Context: an optimization exercise on an open-source flow, tuned for small area and a short achievable clock period. The choices shown serve that exercise and are no tape-out recipe.
The RTL was checked by simulation tests, not by an equivalence proof against the original design.

## dct_1d
module dct_1d (
  input  logic                  aclk,
  input  logic                  rst_n,
  input  logic                  in_valid,
  input  dct_pkg::sample_vec_t  in_block,
  output logic                  out_valid,
  output dct_pkg::lane_vec_t    out_block
);
For scale: about 5500 cells after synthesis, about 1000 flip-flops, ~0.065 mm2 of cells after synthesis.
Settings: LEC_CHECK=0, CAP_MARGIN=20, CORE_MARGIN=2, CORE_UTILIZATION=40, SLEW_MARGIN=20, SYNTH_HIERARCHICAL=1, SYNTH_MINIMUM_KEEP_SIZE=0; clock period 9.0 ns.
standard.sh (not shown) runs the stock make flow with config.mk's settings and CLKGATE_MAP_FILE= SYNTH_SCRIPT=/design/flow/synth_recipe.tcl, a recipe that flattens the netlist after the stock synthesis.
==> flow/flow/run.sh <==
#!/bin/bash
set -euo pipefail
export BUFFER_PORTS_ARGS="-buffer_cell sky130_fd_sc_hd__buf_1"
export SETUP_SLACK_MARGIN=6
bash standard.sh > standard.log 2>&1
Rerun with:
==> flow/flow/run.sh (replaced) <==
#!/bin/bash
set -euo pipefail
export BUFFER_PORTS_ARGS="-buffer_cell sky130_fd_sc_hd__buf_2"
export SETUP_SLACK_MARGIN=6
bash standard.sh > standard.log 2>&1
CTS_CLUSTER_DIAMETER = 60   (was unset)
CTS_CLUSTER_SIZE = 25   (was unset)
=> Worst hold slack improves by 20 ps.

========
dct_1d, a different RTL version from the one above (not shown whole).
For scale: roughly 5500 cells after synthesis, ~1100 flip-flops, roughly 320 I/O pins.
## dct_1d
module dct_1d (
  input  logic                  aclk,
  input  logic                  rst_n,
  input  logic                  in_valid,
  input  dct_pkg::sample_vec_t  in_block,
  output logic                  out_valid,
  output dct_pkg::lane_vec_t    out_block
);
Settings: LEC_CHECK=0, CAP_MARGIN=20, CORE_MARGIN=2, CORE_UTILIZATION=60, PLACE_DENSITY=0.75, SETUP_SLACK_MARGIN=5, SLEW_MARGIN=20, SYNTH_HIERARCHICAL=1, SYNTH_MINIMUM_KEEP_SIZE=0; clock period 9.0 ns.
run.sh (not shown) runs the stock make flow with config.mk's settings and CLKGATE_MAP_FILE= SYNTH_SCRIPT=/design/flow/synth_recipe.tcl, a recipe that flattens the netlist after the stock synthesis.
Stock flow here: none of the scripts above is used.
The first run completed with no timing, DRC or antenna violations.
Then changed:
==> flow/flow/run.sh (new file) <==
#!/bin/bash
set -euo pipefail
export BUFFER_PORTS_ARGS="-buffer_cell sky130_fd_sc_hd__buf_2"
bash standard.sh > standard.log 2>&1
==> flow/standard.sh (new file) <==
#!/bin/bash
# synth_recipe.tcl (not shown) runs the flow's synth.tcl, then flattens the netlist and writes it again
# the make line also repeats each setting of config.mk as NAME=value (left out here)
make -C /OpenROAD-flow-scripts/flow DESIGN_CONFIG=/design/flow/config.mk WORK_HOME=/design/flow/orfs CLKGATE_MAP_FILE= SYNTH_SCRIPT=/design/flow/synth_recipe.tcl "${@:-finish}"
--- a/flow/config.mk
+++ b/flow/config.mk
@@ -9,4 +9,3 @@
 export CORE_MARGIN = 2
-export CORE_UTILIZATION = 60
-export PLACE_DENSITY = 0.75
+export CORE_UTILIZATION = 40
 export SETUP_SLACK_MARGIN = 5
removed: flow/run.sh
The changed run went through all stages and came out clean.
Clock-buffer cell count went up by 15.
Worst setup slack improved by 53 ps.
Critical path depth is unchanged.
Cell area went down by 0.74%.
Die area went up by 49%.
Non-clock buffer count went down by 1.
Core utilization went down by 23 points.
Then changed:
==> flow/run.sh (new file) <==
#!/bin/bash
# synth_recipe.tcl (not shown) runs the flow's synth.tcl, then flattens the netlist and writes it again
# the make line also repeats each setting of config.mk as NAME=value (left out here)
make -C /OpenROAD-flow-scripts/flow DESIGN_CONFIG=/design/flow/config.mk WORK_HOME=/design/flow/orfs CLKGATE_MAP_FILE= SYNTH_SCRIPT=/design/flow/synth_recipe.tcl finish
removed: flow/flow/run.sh
removed: flow/standard.sh
=>
- The new run passed the timing, design-rule and antenna checks
- die area does not change
- via count fell by 0.50%
- clock-buffer cell count fell by 10

========
rev 12:
dct_1d with an RTL version that a note above also has.
For scale: ~5500 cells after synthesis, roughly 1000 flip-flops, about 320 I/O pins, about 65000 sq um of cells after synthesis.
clock: 9.0 ns
lec_check: 0
cap_margin: 20
core_margin: 2
core_utilization: 55
slew_margin: 20
synth_hierarchical: 1
synth_minimum_keep_size: 0
standard.sh (not shown) runs the stock make flow with config.mk's settings and CLKGATE_MAP_FILE= SYNTH_SCRIPT=/design/flow/synth_recipe.tcl, a recipe that flattens the netlist after the stock synthesis.
==> flow/flow/run.sh <==
#!/bin/bash
set -euo pipefail
export BUFFER_PORTS_ARGS="-buffer_cell sky130_fd_sc_hd__buf_2"
export SETUP_SLACK_MARGIN=6
bash standard.sh > standard.log 2>&1
What rev 13 does differently from rev 12 at the input level:
==> flow/flow/run.sh <==
#!/bin/bash
set -euo pipefail
export BUFFER_PORTS_ARGS="-buffer_cell sky130_fd_sc_hd__buf_2"
export SETUP_SLACK_MARGIN=6.15
bash standard.sh > standard.log 2>&1
-- flow/config.mk --
<<< rev 12, line 8
export CAP_MARGIN = 20
export CORE_MARGIN = 2
export CORE_UTILIZATION = 55
export SLEW_MARGIN = 20
export SYNTH_HIERARCHICAL = 1
>>> rev 13, line 8
export CAP_MARGIN = 20
export CORE_MARGIN = 2
export CORE_UTILIZATION = 40
export SLEW_MARGIN = 20
export SYNTH_HIERARCHICAL = 1
## What came out
The routability-driven placement congestion ratio reported for rev 13 is greater than that of rev 12 by 0.030.
Relative to rev 12, the area occupied by multi-input gates of rev 13 is higher by 1.9%.
Against rev 12, rev 13 comes in 1400 sq um higher on placed cell area.
Routed length per instance in rev 13 is about 0.5% lower than in rev 12
Rev 12 → rev 13: starting utilization of the core area down 15 points; met1 layer usage reported by global route fell 7.0 points.
Global-route usage on rev 13 is down relative to rev 12.
Compared with rev 12, rev 13 degrades via count.
On flip-flop and latch count, rev 13 and rev 12 are neck and neck.
For part of the cycle the worst path needs, rev 13 and rev 12 come out practically identical.

========
Setup of the baseline:
Another version of the RTL of dct_1d (not shown whole).
For scale: roughly 5600 cells after synthesis, roughly 1200 flip-flops, ~320 I/O pins, about 68000 µm² of cells after synthesis.
export LEC_CHECK = 0
export CAP_MARGIN = 20
export CORE_MARGIN = 2
export CORE_UTILIZATION = 40
export SETUP_SLACK_MARGIN = 5
export SLEW_MARGIN = 20
export SYNTH_HIERARCHICAL = 1
export SYNTH_MINIMUM_KEEP_SIZE = 0
create_clock -name core_clock -period 9.0 [get_ports {aclk}]
==> flow/flow/run.sh <==
#!/bin/bash
set -euo pipefail
export BUFFER_PORTS_ARGS="-buffer_cell sky130_fd_sc_hd__buf_2"
bash standard.sh > standard.log 2>&1
The baseline finished every step from synthesis to the final layout, and the layout passed the timing, design-rule and antenna checks.
Inputs modified between the baseline and the candidate:
==> flow/flow/run.sh <==
#!/bin/bash
set -euo pipefail
export BUFFER_PORTS_ARGS="-buffer_cell sky130_fd_sc_hd__buf_2"
export SETUP_SLACK_MARGIN=6
bash standard.sh > standard.log 2>&1
-- flow/config.mk --
<<< the baseline, line 10
export CORE_UTILIZATION = 40
export SETUP_SLACK_MARGIN = 5
export SLEW_MARGIN = 20
>>> the candidate, line 10
export CORE_UTILIZATION = 40
export SLEW_MARGIN = 20
Notes after the runs:
- The candidate finished end to end and its layout was clean on timing, DRC and antenna.
- Comparing number of CTS-inserted buffers for the candidate and the baseline, the smaller number came from the baseline.
- reg -> reg as the type of the setup path with the least slack was reported by the baseline, and reg -> out by the candidate.
- Taking the baseline as the reference point, the total wire length of the candidate rises by about 0.43%.
- The candidate vs the baseline — non-clock buffer count climbed by more than 10%
- In the reports for the candidate and the baseline, the smaller met2 track utilization from global routing belongs to the baseline.
- On global-route usage, the baseline tracks the candidate almost exactly.
- The mean routed wirelength per cell number comes out higher for the baseline vs the candidate.
- Worst setup slack (higher): the candidate

[re-timing with driven ports]
The flow's constraints put no driver on any port. The routed layouts listed below were extracted and timed again, unchanged, in two steps.
Step 1 (the two cells are an assumption about what drives the block):
set clk [get_ports {aclk}]
set_driving_cell -lib_cell sky130_fd_sc_hd__clkbuf_16 $clk
set_driving_cell -lib_cell sky130_fd_sc_hd__buf_2 [delete_from_list [all_inputs] $clk]
Step 2 also shifts input and output timing later by t, the mid clock arrival at the registers, as if the neighbouring blocks saw the same clock.
a / b / c = ideal ports / drivers / drivers and shift; a / b = the first two.
run	t (ns)	setup WS [ns]	worst setup path at the end	latest minus earliest clock arrival (ns)	cell pins on the clock port's net
the first run of note 1	0.797	5.939 / 5.868 / 5.309	input to register	0.050 / 0.051	1
the second run of note 1	0.796	5.947 / 5.874 / 5.303	input to register	0.041 / 0.041	1
the first run of note 2	0.776	5.309 / 5.309 / 4.590	input to register	0.037 / 0.037	1
the second run of note 2	0.793	5.362 / 5.362 / 4.763	input to register	0.049 / 0.049	1
the third run of note 2	0.792	5.274 / 5.282 / 4.490	input to register	0.049 / 0.048	1
rev 12	0.790	5.884 / 5.852 / 5.384	input to register	0.046 / 0.046	1
rev 13	0.830	5.893 / 5.814 / 5.356	input to register	0.067 / 0.067	1
the baseline	0.852	5.491 / 5.491 / 4.986	input to register	0.038 / 0.038	1
the candidate	0.866	5.902 / 5.817 / 5.345	input to register	0.040 / 0.040	1
After both steps every run listed still meets setup and hold. The setup slack of the third run of note 2, which loses most, moves by +0.008 ns with the drivers and by -0.784 ns with both steps.
